Background: an optimization exercise with open tools, aiming at small area, a short achievable clock period and few clock cycles per item. Do not read the settings as production practice.
Function was checked by simulation only, so behaviour that the tests miss may differ from the original.
Power and IR drop assume default switching activity.

==> fjord <==
==> flow/design.v <==
package arpc_pkg;
  localparam int IP_W   = 32;
  localparam int MAC_W  = 48;
  localparam int AOP_W  = 16;
  localparam int STAT_W = 3;
  localparam int CFG_IDX_W  = 3;
  localparam int CFG_DATA_W = 48;
  localparam logic [1:0] OPC_RX_ARP  = 2'd0;
  localparam logic [1:0] OPC_ADD     = 2'd1;
  localparam logic [1:0] OPC_DELETE  = 2'd2;
  localparam logic [1:0] OPC_RESOLVE = 2'd3;
  localparam logic [AOP_W-1:0] ARP_OP_REQUEST = 16'd1;
  localparam logic [AOP_W-1:0] ARP_OP_REPLY   = 16'd2;
  localparam logic [1:0] TX_OP_REQUEST = 2'd1;
  localparam logic [1:0] TX_OP_REPLY   = 2'd2;
  localparam logic [STAT_W-1:0] ST_DONE      = 3'd0;
  localparam logic [STAT_W-1:0] ST_HIT       = 3'd1;
  localparam logic [STAT_W-1:0] ST_MISS      = 3'd2;
  localparam logic [STAT_W-1:0] ST_DEL_NF    = 3'd3;
  localparam logic [STAT_W-1:0] ST_NO_RECORD = 3'd4;
  localparam logic [STAT_W-1:0] ST_FULL      = 3'd5;
  localparam logic [CFG_IDX_W-1:0] CFG_OWN_IP0  = 3'd0;
  localparam logic [CFG_IDX_W-1:0] CFG_OWN_MAC0 = 3'd1;
  localparam logic [CFG_IDX_W-1:0] CFG_OWN_IP1  = 3'd2;
  localparam logic [CFG_IDX_W-1:0] CFG_OWN_MAC1 = 3'd3;
  localparam logic [CFG_IDX_W-1:0] CFG_DYN_MODE = 3'd4;
  typedef enum logic [1:0] {
    S_IDLE,
    S_SEARCH,
    S_FINISH
  } ctrl_state_t;
  typedef enum logic [1:0] {
    CMD_NONE,
    CMD_SET_MAC,
    CMD_INSERT,
    CMD_CLEAR
  } cmd_kind_t;
  typedef struct packed {
    logic             live;
    logic [IP_W-1:0]  ip;
    logic             prt;
    logic             use_port;
    logic             hit;
    logic             free;
    logic [MAC_W-1:0] mac;
  } tok_t;
  typedef struct packed {
    cmd_kind_t        kind;
    logic [IP_W-1:0]  ip;
    logic [MAC_W-1:0] mac;
    logic             prt;
  } cmd_t;
endpackage
module arp_cache_and_responder_core
#(
  parameter int TABLE_ENTRIES = 16,
  parameter int PORT_COUNT    = 2
) (
  input  logic                  clk,
  input  logic                  rst_n,
  input  logic                  in_valid,
  output logic                  in_stall,
  input  logic [1:0]            in_opcode,
  input  logic                  in_port,
  input  logic [arpc_pkg::AOP_W-1:0]      in_arp_operation,
  input  logic [arpc_pkg::IP_W-1:0]       in_sender_ip,
  input  logic [arpc_pkg::MAC_W-1:0]      in_sender_mac,
  input  logic [arpc_pkg::IP_W-1:0]       in_target_ip,
  input  logic                  in_cache_only,
  output logic                  out_valid,
  input  logic                  out_stall,
  output logic [arpc_pkg::STAT_W-1:0]     out_status,
  output logic                  out_tx_valid,
  output logic [1:0]            out_tx_operation,
  output logic                  out_tx_port,
  output logic [arpc_pkg::MAC_W-1:0]      out_tx_sender_mac,
  output logic [arpc_pkg::IP_W-1:0]       out_tx_sender_ip,
  output logic [arpc_pkg::MAC_W-1:0]      out_tx_target_mac,
  output logic [arpc_pkg::IP_W-1:0]       out_tx_target_ip,
  output logic [arpc_pkg::MAC_W-1:0]      out_resolved_mac,
  input  logic                  cfg_valid,
  output logic                  cfg_ready,
  input  logic [arpc_pkg::CFG_IDX_W-1:0]  cfg_index,
  input  logic [arpc_pkg::CFG_DATA_W-1:0] cfg_data
);
  localparam int N   = TABLE_ENTRIES;
  localparam int IPW = arpc_pkg::IP_W;
  localparam int MW  = arpc_pkg::MAC_W;
  logic [IPW-1:0] own_ip0_r, own_ip1_r;
  logic [MW-1:0]  own_mac0_r, own_mac1_r;
  logic           dyn_mode_r;
  assign cfg_ready = 1'b1;
  always_ff @(posedge clk) begin
    if (!rst_n) begin
      own_ip0_r  <= '0;
      own_mac0_r <= '0;
      own_ip1_r  <= '0;
      own_mac1_r <= '0;
      dyn_mode_r <= 1'b0;
    end else if (cfg_valid) begin
      case (cfg_index)
        arpc_pkg::CFG_OWN_IP0:  own_ip0_r  <= cfg_data[IPW-1:0];
        arpc_pkg::CFG_OWN_MAC0: own_mac0_r <= cfg_data[MW-1:0];
        arpc_pkg::CFG_OWN_IP1:  own_ip1_r  <= cfg_data[IPW-1:0];
        arpc_pkg::CFG_OWN_MAC1: own_mac1_r <= cfg_data[MW-1:0];
        arpc_pkg::CFG_DYN_MODE: dyn_mode_r <= cfg_data[0];
        default: ;
      endcase
    end
  end
  logic [N-1:0]   t_valid;
  logic [IPW-1:0] t_ip   [N];
  logic [MW-1:0]  t_mac  [N];
  logic [N-1:0]   t_port;
  logic o_v;
  logic adv;
  assign adv      = !(o_v && out_stall);
  assign in_stall = !adv;
  logic           a_v;
  logic [1:0]     a_opc;
  logic           a_prt;
  logic           a_req, a_rep;
  logic [IPW-1:0] a_key;
  logic [MW-1:0]  a_smac;
  logic           a_co;
  logic [3:0]     a_tg0, a_tg1;    
  logic [3:0]     tg0_in, tg1_in;
  always_comb begin
    for (int g = 0; g < 4; g++) begin
      tg0_in[g] = (in_target_ip[8*g +: 8] == own_ip0_r[8*g +: 8]);
      tg1_in[g] = (in_target_ip[8*g +: 8] == own_ip1_r[8*g +: 8]);
    end
  end
  always_ff @(posedge clk) begin
    if (!rst_n) begin
      a_v <= 1'b0;
    end else if (adv) begin
      a_v <= in_valid;
    end
    if (adv) begin
      a_opc  <= in_opcode;
      a_prt  <= in_port;
      a_req  <= (in_arp_operation == arpc_pkg::ARP_OP_REQUEST);
      a_rep  <= (in_arp_operation == arpc_pkg::ARP_OP_REPLY);
      a_key  <= (in_opcode == arpc_pkg::OPC_RESOLVE) ? in_target_ip : in_sender_ip;
      a_smac <= in_sender_mac;
      a_co   <= in_cache_only;
      a_tg0  <= tg0_in;
      a_tg1  <= tg1_in;
    end
  end
  logic           b_v;
  logic [1:0]     b_opc;
  logic           b_prt;
  logic           b_req, b_rep;
  logic [IPW-1:0] b_key;
  logic [MW-1:0]  b_smac;
  logic           b_co;
  logic           b_me;         
  logic [N-1:0]   b_raw;        
  logic           b_hitraw;     
  logic           b_eq;         
  logic           a_use_port;
  logic [N-1:0]   a_raw;
  logic           a_eq;
  assign a_use_port = a_opc[1];    
  always_comb begin
    for (int j = 0; j < N; j++) begin
      a_raw[j] = (t_ip[j] == a_key) && (!a_use_port || (t_port[j] == a_prt));
    end
    a_eq = (a_key == b_key) && (!a_use_port || (a_prt == b_prt));
  end
  always_ff @(posedge clk) begin
    if (!rst_n) begin
      b_v <= 1'b0;
    end else if (adv) begin
      b_v <= a_v;
    end
    if (adv) begin
      b_opc    <= a_opc;
      b_prt    <= a_prt;
      b_req    <= a_req;
      b_rep    <= a_rep;
      b_key    <= a_key;
      b_smac   <= a_smac;
      b_co     <= a_co;
      b_me     <= a_prt ? (&a_tg1) : (&a_tg0);
      b_raw    <= a_raw;
      b_hitraw <= |(a_raw & t_valid);
      b_eq     <= a_eq;
    end
  end
  logic [N-1:0]   last_ins;     
  logic           last_ins_any;
  logic           last_clr;     
  logic [N-1:0]   m;
  logic           hit;
  logic [N-1:0]   ff;
  logic           any_free;
  logic           learn, is_rx, is_del, is_res;
  logic           do_ins, do_clr;
  logic [N-1:0]   ins_vec, mac_we, clr_vec;
  logic [MW-1:0]  rmac;
  logic           wr;
  assign is_rx  = (b_opc == arpc_pkg::OPC_RX_ARP);
  assign is_del = (b_opc == arpc_pkg::OPC_DELETE);
  assign is_res = (b_opc == arpc_pkg::OPC_RESOLVE);
  assign learn  = (b_opc == arpc_pkg::OPC_ADD) || (is_rx && b_rep);
  assign wr     = b_v && adv;
  always_comb begin
    for (int j = 0; j < N; j++) begin
      m[j] = last_ins[j] ? b_eq : (b_raw[j] && t_valid[j]);
    end
    hit = (b_hitraw && !(last_clr && b_eq)) || (last_ins_any && b_eq);
    any_free = !(&t_valid);
    for (int j = 0; j < N; j++) begin
      ff[j] = !t_valid[j];
      for (int k = 0; k < j; k++) ff[j] = ff[j] && t_valid[k];
    end
    do_ins  = learn && !hit && any_free;
    do_clr  = is_del && hit;
    ins_vec = ff & {N{do_ins}};
    mac_we  = ins_vec | (m & {N{learn}});
    clr_vec = m & {N{is_del}};
    rmac = '0;
    for (int j = 0; j < N; j++) begin
      rmac = rmac | (t_mac[j] & {MW{m[j]}});
    end
  end
  always_ff @(posedge clk) begin
    if (adv) begin
      last_ins     <= b_v ? ins_vec : '0;
      last_ins_any <= b_v && do_ins;
      last_clr     <= b_v && do_clr;
    end
  end
  always_ff @(posedge clk) begin
    if (!rst_n) begin
      t_valid <= '0;
    end else if (wr) begin
      t_valid <= (t_valid | ins_vec) & ~clr_vec;
    end
  end
  always_ff @(posedge clk) begin
    for (int j = 0; j < N; j++) begin
      if (wr && ins_vec[j]) begin
        t_ip[j]   <= b_key;
        t_port[j] <= b_prt;
      end
      if (wr && mac_we[j]) begin
        t_mac[j] <= b_smac;
      end
    end
  end
  logic [arpc_pkg::STAT_W-1:0] res_status;
  logic                        res_txv;
  logic [1:0]                  res_txop;
  logic [MW-1:0]               res_smac;
  logic [IPW-1:0]              res_sip;
  logic [MW-1:0]               res_tmac;
  logic [IPW-1:0]              res_tip;
  logic [MW-1:0]               res_rmac;
  logic [IPW-1:0]              b_own_ip;
  logic [MW-1:0]               b_own_mac;
  assign b_own_ip  = b_prt ? own_ip1_r : own_ip0_r;
  assign b_own_mac = b_prt ? own_mac1_r : own_mac0_r;
  always_comb begin
    res_status = arpc_pkg::ST_DONE;
    res_txv    = 1'b0;
    res_txop   = '0;
    res_smac   = '0;
    res_sip    = '0;
    res_tmac   = '0;
    res_tip    = '0;
    res_rmac   = '0;
    if (learn) begin
      if (!hit && !any_free) res_status = arpc_pkg::ST_FULL;
    end else if (is_rx) begin
      if (b_req && b_me) begin
        res_txv  = 1'b1;
        res_txop = arpc_pkg::TX_OP_REPLY;
        res_smac = b_own_mac;
        res_sip  = b_own_ip;
        res_tmac = b_smac;
        res_tip  = b_key;
      end
    end else if (is_del) begin
      if (!hit) res_status = arpc_pkg::ST_DEL_NF;
    end else begin
      if (hit) begin
        res_status = arpc_pkg::ST_HIT;
        res_rmac   = rmac;
      end else if (b_co) begin
        res_status = arpc_pkg::ST_MISS;
      end else if (dyn_mode_r) begin
        res_status = arpc_pkg::ST_MISS;
        res_txv    = 1'b1;
        res_txop   = arpc_pkg::TX_OP_REQUEST;
        res_smac   = b_own_mac;
        res_sip    = b_own_ip;
        res_tip    = b_key;
      end else begin
        res_status = arpc_pkg::ST_NO_RECORD;
      end
    end
  end
  logic [arpc_pkg::STAT_W-1:0] o_status;
  logic                        o_txv;
  logic [1:0]                  o_txop;
  logic                        o_txp;
  logic [MW-1:0]               o_smac;
  logic [IPW-1:0]              o_sip;
  logic [MW-1:0]               o_tmac;
  logic [IPW-1:0]              o_tip;
  logic [MW-1:0]               o_rmac;
  always_ff @(posedge clk) begin
    if (!rst_n) begin
      o_v <= 1'b0;
    end else if (adv) begin
      o_v <= b_v;
    end
    if (adv) begin
      o_status <= res_status;
      o_txv    <= res_txv;
      o_txop   <= res_txop;
      o_txp    <= res_txv && b_prt;
      o_smac   <= res_smac;
      o_sip    <= res_sip;
      o_tmac   <= res_tmac;
      o_tip    <= res_tip;
      o_rmac   <= res_rmac;
    end
  end
  assign out_valid         = o_v;
  assign out_status        = o_status;
  assign out_tx_valid      = o_txv;
  assign out_tx_operation  = o_txop;
  assign out_tx_port       = o_txp;
  assign out_tx_sender_mac = o_smac;
  assign out_tx_sender_ip  = o_sip;
  assign out_tx_target_mac = o_tmac;
  assign out_tx_target_ip  = o_tip;
  assign out_resolved_mac  = o_rmac;
endmodule
==> flow/run.sh <==
#!/bin/bash
# synth_recipe.tcl (not shown) runs the flow's synth.tcl, then flattens the netlist and writes it again
# the make line also repeats each setting of config.mk as NAME=value (left out here)
make -C /OpenROAD-flow-scripts/flow DESIGN_CONFIG=/design/flow/config.mk WORK_HOME=/design/flow/orfs CLKGATE_MAP_FILE= SYNTH_SCRIPT=/design/flow/synth_recipe.tcl finish
==> flow/config.mk <==
export PLATFORM = sky130hd
export DESIGN_NAME = arp_cache_and_responder_core
export DESIGN_NICKNAME = arp_cache_and_responder_core
export VERILOG_FILES = /design/flow/design.v
export SDC_FILE = /design/flow/constraint.sdc
export NUM_CORES = 4
export LEC_CHECK = 0
export CAP_MARGIN = 20
export CORE_MARGIN = 2
export CORE_UTILIZATION = 40
export SLEW_MARGIN = 20
==> flow/constraint.sdc <==
create_clock -name core_clock -period 5.0 [get_ports {clk}]
set_input_delay 1.0000 -clock core_clock [delete_from_list [all_inputs] [get_ports {clk}]]
set_output_delay 1.0000 -clock core_clock [all_outputs]
set_load 0.01 [all_outputs]
==> sierra (differences from fjord) <==
==> flow/design.v, changed modules only <==
module arp_cache_and_responder_core
#(
  parameter int TABLE_ENTRIES = 16,
  parameter int PORT_COUNT    = 2
) (
  input  logic                  clk,
  input  logic                  rst_n,
  input  logic                  in_valid,
  output logic                  in_stall,
  input  logic [1:0]            in_opcode,
  input  logic                  in_port,
  input  logic [arpc_pkg::AOP_W-1:0]      in_arp_operation,
  input  logic [arpc_pkg::IP_W-1:0]       in_sender_ip,
  input  logic [arpc_pkg::MAC_W-1:0]      in_sender_mac,
  input  logic [arpc_pkg::IP_W-1:0]       in_target_ip,
  input  logic                  in_cache_only,
  output logic                  out_valid,
  input  logic                  out_stall,
  output logic [arpc_pkg::STAT_W-1:0]     out_status,
  output logic                  out_tx_valid,
  output logic [1:0]            out_tx_operation,
  output logic                  out_tx_port,
  output logic [arpc_pkg::MAC_W-1:0]      out_tx_sender_mac,
  output logic [arpc_pkg::IP_W-1:0]       out_tx_sender_ip,
  output logic [arpc_pkg::MAC_W-1:0]      out_tx_target_mac,
  output logic [arpc_pkg::IP_W-1:0]       out_tx_target_ip,
  output logic [arpc_pkg::MAC_W-1:0]      out_resolved_mac,
  input  logic                  cfg_valid,
  output logic                  cfg_ready,
  input  logic [arpc_pkg::CFG_IDX_W-1:0]  cfg_index,
  input  logic [arpc_pkg::CFG_DATA_W-1:0] cfg_data
);
  localparam int N   = TABLE_ENTRIES;
  localparam int IPW = arpc_pkg::IP_W;
  localparam int MW  = arpc_pkg::MAC_W;
  logic [IPW-1:0] own_ip0_r, own_ip1_r;
  logic [MW-1:0]  own_mac0_r, own_mac1_r;
  logic           dyn_mode_r;
  assign cfg_ready = 1'b1;
  always_ff @(posedge clk) begin
    if (!rst_n) begin
      own_ip0_r  <= '0;
      own_mac0_r <= '0;
      own_ip1_r  <= '0;
      own_mac1_r <= '0;
      dyn_mode_r <= 1'b0;
    end else if (cfg_valid) begin
      case (cfg_index)
        arpc_pkg::CFG_OWN_IP0:  own_ip0_r  <= cfg_data[IPW-1:0];
        arpc_pkg::CFG_OWN_MAC0: own_mac0_r <= cfg_data[MW-1:0];
        arpc_pkg::CFG_OWN_IP1:  own_ip1_r  <= cfg_data[IPW-1:0];
        arpc_pkg::CFG_OWN_MAC1: own_mac1_r <= cfg_data[MW-1:0];
        arpc_pkg::CFG_DYN_MODE: dyn_mode_r <= cfg_data[0];
        default: ;
      endcase
    end
  end
  logic [N-1:0]   t_valid;
  logic [IPW-1:0] t_ip   [N];
  logic [MW-1:0]  t_mac  [N];
  logic [N-1:0]   t_port;
  logic o_v;
  logic adv;
  assign adv      = !(o_v && out_stall);
  assign in_stall = !adv;
  logic           a_v;
  logic [1:0]     a_opc;
  logic           a_prt;
  logic           a_req, a_rep;
  logic [IPW-1:0] a_key;
  logic [MW-1:0]  a_smac;
  logic           a_co;
  logic [3:0]     a_tg;            
  logic [IPW-1:0] own_ip_in;
  logic [3:0]     tg_in;
  assign own_ip_in = in_port ? own_ip1_r : own_ip0_r;
  always_comb begin
    for (int g = 0; g < 4; g++) begin
      tg_in[g] = (in_target_ip[8*g +: 8] == own_ip_in[8*g +: 8]);
    end
  end
  always_ff @(posedge clk) begin
    if (!rst_n) begin
      a_v <= 1'b0;
    end else if (adv) begin
      a_v <= in_valid;
    end
    if (adv) begin
      a_opc  <= in_opcode;
      a_prt  <= in_port;
      a_req  <= (in_arp_operation == arpc_pkg::ARP_OP_REQUEST);
      a_rep  <= (in_arp_operation == arpc_pkg::ARP_OP_REPLY);
      a_key  <= (in_opcode == arpc_pkg::OPC_RESOLVE) ? in_target_ip : in_sender_ip;
      a_smac <= in_sender_mac;
      a_co   <= in_cache_only;
      a_tg   <= tg_in;
    end
  end
  logic           b_v;
  logic [1:0]     b_opc;
  logic           b_prt;
  logic           b_req, b_rep;
  logic [IPW-1:0] b_key;
  logic [MW-1:0]  b_smac;
  logic           b_co;
  logic           b_me;         
  logic [N-1:0]   b_rawv;       
  logic [N-1:0]   b_insm;       
  logic           b_hitraw;     
  logic           b_learn;      
  logic           b_eq;         
  logic [N-1:0]   b_ff1;        
  logic [N-1:0]   b_ff2;        
  logic           b_any1;       
  logic           b_any2;       
  logic           a_use_port;
  logic [N-1:0]   a_raw;
  logic           a_eq;
  logic           a_hitraw;
  logic           a_learn;
  logic [N-1:0]   a_ff1, a_ff2, a_below;
  logic           a_any1, a_any2;
  assign a_use_port = a_opc[1];    
  always_comb begin
    for (int j = 0; j < N; j++) begin
      a_raw[j] = (t_ip[j] == a_key) && (!a_use_port || (t_port[j] == a_prt));
    end
    a_eq = (a_key == b_key) && (!a_use_port || (a_prt == b_prt));
    a_hitraw = |(a_raw & t_valid);
    a_learn  = (a_opc == arpc_pkg::OPC_ADD) || ((a_opc == arpc_pkg::OPC_RX_ARP) && a_rep);
  end
  always_comb begin
    logic seen1, seen2;
    seen1 = 1'b0;
    seen2 = 1'b0;
    for (int j = 0; j < N; j++) begin
      a_below[j] = !seen1;
      a_ff1[j]   = !t_valid[j] && !seen1;
      a_ff2[j]   = !t_valid[j] && seen1 && !seen2;
      seen2      = seen2 || (!t_valid[j] && seen1);
      seen1      = seen1 || !t_valid[j];
    end
    a_any1 = seen1;
    a_any2 = seen2;
  end
  always_ff @(posedge clk) begin
    if (!rst_n) begin
      b_v <= 1'b0;
    end else if (adv) begin
      b_v <= a_v;
    end
    if (adv) begin
      b_opc    <= a_opc;
      b_prt    <= a_prt;
      b_req    <= a_req;
      b_rep    <= a_rep;
      b_key    <= a_key;
      b_smac   <= a_smac;
      b_co     <= a_co;
      b_me     <= &a_tg;
      b_rawv   <= a_raw & t_valid;
      b_insm   <= a_ff1 & {N{a_eq}};
      b_hitraw <= a_hitraw;
      b_learn  <= a_learn;
      b_eq     <= a_eq;
      b_ff1    <= a_ff1;
      b_ff2    <= a_ff2;
      b_any1   <= a_any1;
      b_any2   <= a_any2;
    end
  end
  logic           last_ins_any;  
  logic           last_clr;     
  logic [N-1:0]   last_clr_vec;
  logic           last_clr_low;  
  logic [N-1:0]   m;
  logic           hit;
  logic [N-1:0]   ff;
  logic           any_free;
  logic           learn, is_rx, is_del, is_res;
  logic           do_ins, do_clr;
  logic           new_go;       
  logic [N-1:0]   ins_vec, mac_we, clr_vec;
  logic [MW-1:0]  rmac;
  logic [N-1:0]   rsel;         
  logic           wr;
  assign is_rx  = (b_opc == arpc_pkg::OPC_RX_ARP);
  assign is_del = (b_opc == arpc_pkg::OPC_DELETE);
  assign is_res = (b_opc == arpc_pkg::OPC_RESOLVE);
  assign learn  = b_learn;
  assign wr     = b_v && adv;
  always_comb begin
    for (int j = 0; j < N; j++) begin
      m[j]    = (b_rawv[j] && !(last_clr && b_eq)) || (last_ins_any && b_insm[j]);
      rsel[j] = b_rawv[j] || (last_ins_any && b_insm[j]);
    end
    if (last_ins_any) begin
      hit = b_hitraw || b_eq;
    end else if (last_clr) begin
      hit = b_hitraw && !b_eq;
    end else begin
      hit = b_hitraw;
    end
    new_go = learn && !hit;
    if (last_ins_any) begin
      ff       = b_ff2;
      any_free = b_any2;
    end else if (last_clr_low) begin
      ff       = last_clr_vec;
      any_free = 1'b1;
    end else begin
      ff       = b_ff1;
      any_free = b_any1 || last_clr;
    end
    do_ins  = new_go && any_free;
    do_clr  = is_del && hit;
    ins_vec = ff & {N{new_go}};
    mac_we  = ins_vec | (m & {N{learn}});
    clr_vec = m & {N{is_del}};
    rmac = '0;
    for (int j = 0; j < N; j++) begin
      rmac = rmac | (t_mac[j] & {MW{rsel[j]}});
    end
  end
  always_ff @(posedge clk) begin
    if (adv) begin
      last_ins_any <= b_v && do_ins;
      last_clr     <= b_v && do_clr;
      last_clr_vec <= clr_vec;
      last_clr_low <= b_v && (|(clr_vec & a_below));
    end
  end
  always_ff @(posedge clk) begin
    if (!rst_n) begin
      t_valid <= '0;
    end else if (wr) begin
      t_valid <= (t_valid | ins_vec) & ~clr_vec;
    end
  end
  always_ff @(posedge clk) begin
    for (int j = 0; j < N; j++) begin
      if (wr && ins_vec[j]) begin
        t_ip[j]   <= b_key;
        t_port[j] <= b_prt;
      end
      if (wr && mac_we[j]) begin
        t_mac[j] <= b_smac;
      end
    end
  end
  logic [arpc_pkg::STAT_W-1:0] res_status;
  logic                        res_txv;
  logic [1:0]                  res_txop;
  logic [MW-1:0]               res_smac;
  logic [IPW-1:0]              res_sip;
  logic [MW-1:0]               res_tmac;
  logic [IPW-1:0]              res_tip;
  logic [MW-1:0]               res_rmac;
  logic [IPW-1:0]              b_own_ip;
  logic [MW-1:0]               b_own_mac;
  assign b_own_ip  = b_prt ? own_ip1_r : own_ip0_r;
  assign b_own_mac = b_prt ? own_mac1_r : own_mac0_r;
  always_comb begin
    res_status = arpc_pkg::ST_DONE;
    res_txv    = 1'b0;
    res_txop   = '0;
    res_smac   = '0;
    res_sip    = '0;
    res_tmac   = '0;
    res_tip    = '0;
    res_rmac   = '0;
    if (learn) begin
      if (!hit && !any_free) res_status = arpc_pkg::ST_FULL;
    end else if (is_rx) begin
      if (b_req && b_me) begin
        res_txv  = 1'b1;
        res_txop = arpc_pkg::TX_OP_REPLY;
        res_smac = b_own_mac;
        res_sip  = b_own_ip;
        res_tmac = b_smac;
        res_tip  = b_key;
      end
    end else if (is_del) begin
      if (!hit) res_status = arpc_pkg::ST_DEL_NF;
    end else begin
      if (hit) begin
        res_status = arpc_pkg::ST_HIT;
        res_rmac   = rmac;
      end else if (b_co) begin
        res_status = arpc_pkg::ST_MISS;
      end else if (dyn_mode_r) begin
        res_status = arpc_pkg::ST_MISS;
        res_txv    = 1'b1;
        res_txop   = arpc_pkg::TX_OP_REQUEST;
        res_smac   = b_own_mac;
        res_sip    = b_own_ip;
        res_tip    = b_key;
      end else begin
        res_status = arpc_pkg::ST_NO_RECORD;
      end
    end
  end
  logic [arpc_pkg::STAT_W-1:0] o_status;
  logic                        o_txv;
  logic [1:0]                  o_txop;
  logic                        o_txp;
  logic [MW-1:0]               o_smac;
  logic [IPW-1:0]              o_sip;
  logic [MW-1:0]               o_tmac;
  logic [IPW-1:0]              o_tip;
  logic [MW-1:0]               o_rmac;
  always_ff @(posedge clk) begin
    if (!rst_n) begin
      o_v <= 1'b0;
    end else if (adv) begin
      o_v <= b_v;
    end
    if (adv) begin
      o_status <= res_status;
      o_txv    <= res_txv;
      o_txop   <= res_txop;
      o_txp    <= res_txv && b_prt;
      o_smac   <= res_smac;
      o_sip    <= res_sip;
      o_tmac   <= res_tmac;
      o_tip    <= res_tip;
      o_rmac   <= res_rmac;
    end
  end
  assign out_valid         = o_v;
  assign out_status        = o_status;
  assign out_tx_valid      = o_txv;
  assign out_tx_operation  = o_txop;
  assign out_tx_port       = o_txp;
  assign out_tx_sender_mac = o_smac;
  assign out_tx_sender_ip  = o_sip;
  assign out_tx_target_mac = o_tmac;
  assign out_tx_target_ip  = o_tip;
  assign out_resolved_mac  = o_rmac;
endmodule
==> flow/flow/run.sh (new file) <==
#!/bin/bash
# The standard layout (standard.sh, which runs the standard synthesis unchanged) with three
# changes: port buffers are buf_2 instead of the default delay-buffer cell, timing repair may
# resize across cell footprints, and clock tree synthesis inserts no dummy loads.
set -euo pipefail
bash standard.sh \
  BUFFER_PORTS_ARGS="-buffer_cell sky130_fd_sc_hd__buf_2" \
  MATCH_CELL_FOOTPRINT=0 \
  CTS_ARGS="-sink_clustering_enable -repair_clock_nets -dont_use_dummy_load -sink_clustering_size 30 -sink_clustering_max_diameter 60" \
  finish > standard_flow.log 2>&1
==> flow/standard.sh (new file) <==
#!/bin/bash
# synth_recipe.tcl (not shown) runs the flow's synth.tcl, then flattens the netlist and writes it again
# the make line also repeats each setting of config.mk as NAME=value (left out here)
make -C /OpenROAD-flow-scripts/flow DESIGN_CONFIG=/design/flow/config.mk WORK_HOME=/design/flow/orfs CLKGATE_MAP_FILE= SYNTH_SCRIPT=/design/flow/synth_recipe.tcl "${@:-finish}"
--- a/flow/config.mk
+++ b/flow/config.mk
@@ -8,4 +8,8 @@
 export CAP_MARGIN = 20
 export CORE_MARGIN = 2
-export CORE_UTILIZATION = 40
+export CORE_UTILIZATION = 60
+export CTS_CLUSTER_DIAMETER = 60
+export CTS_CLUSTER_SIZE = 30
+export PLACE_DENSITY = 0.75
+export SETUP_SLACK_MARGIN = 2.6
 export SLEW_MARGIN = 20
removed: flow/run.sh
==> run notes <==
status finished clean; Post-synth EDFFs 1774; most frequent cells in the layout 1774 x edfxtp_1, 485 x xor2_1, 387 x buf_2, 349 x nand2_1, 237 x buf_4; Worst EP arrival 1.56 ns; PwrDens 346 nW/um2; post-route cell area 87100 um2; fin nets 5539; ranking of synthesized cells by area edfxtp_1 71%, xor2_1 5.6%, dfxtp_1 4.8%; worst skew pair latency 0.81 ns; Reg2Reg Depth 7; Clk network pwr share 32.0%; metal2 WL 105000 um; Max VDD drop 0.337 mV; die area 128000 um2; Crit path depth 1; worst setup path endpoint out_resolved_mac[18]; Sw Ratio 22.3%
The numbers above come from sierra.

==> run notes <==
fin nets 5229; post-route cell area 87200 um2; most frequent cells in the layout 1728 x edfxtp_1, 539 x xor2_1, 403 x clkdlybuf4s50_1, 402 x nand2_1, 197 x clkbuf_16; Post-synth EDFFs 1728; Max VDD drop 0.283 mV; Crit path depth 6; worst setup path endpoint t_mac[14][5]$_DFFE_PP_; Worst EP arrival 4.47 ns; ranking of synthesized cells by area edfxtp_1 71%, xor2_1 6.5%, dfxtp_1 4.9%; status finished clean; Clk network pwr share 42.2%
The numbers above come from fjord.

Testbench counts of fjord, summed over its fixed seeds: cycles 3,224, items 3,200.
Testbench counts of sierra, summed over its fixed seeds: cycles 3,224, items 3,200.

## re-timing with driven ports
The results above use ideal ports. As a check the final layouts listed here were re-extracted and re-timed, cells and wires unchanged.
Step 1 (the two cells are an assumption about what drives the block):
set clk [get_ports {clk}]
set_driving_cell -lib_cell sky130_fd_sc_hd__clkbuf_16 $clk
set_driving_cell -lib_cell sky130_fd_sc_hd__buf_2 [delete_from_list [all_inputs] $clk]
Step 2 also shifts input and output timing later by t, the mid clock arrival at the registers, as if the neighbouring blocks saw the same clock.
Slacks: ideal ports / drivers / drivers and shift; pairs: ideal ports / drivers.
| run | shift t [ns] | setup slack, ns | worst setup path after step 2 | clock arrival spread, ns |
|---|---|---|---|---|
| fjord | 0.916 | 0.995 / 0.995 / 0.898 | input to register | 0.060 / 0.060 |
| sierra | 0.850 | 2.444 / 2.359 / 1.789 | input to register | 0.105 / 0.105 |
After both steps setup and hold are still met in every run listed. For sierra, which loses most, drivers alone change the setup slack by -0.085 ns; drivers and shift together by -0.655 ns.
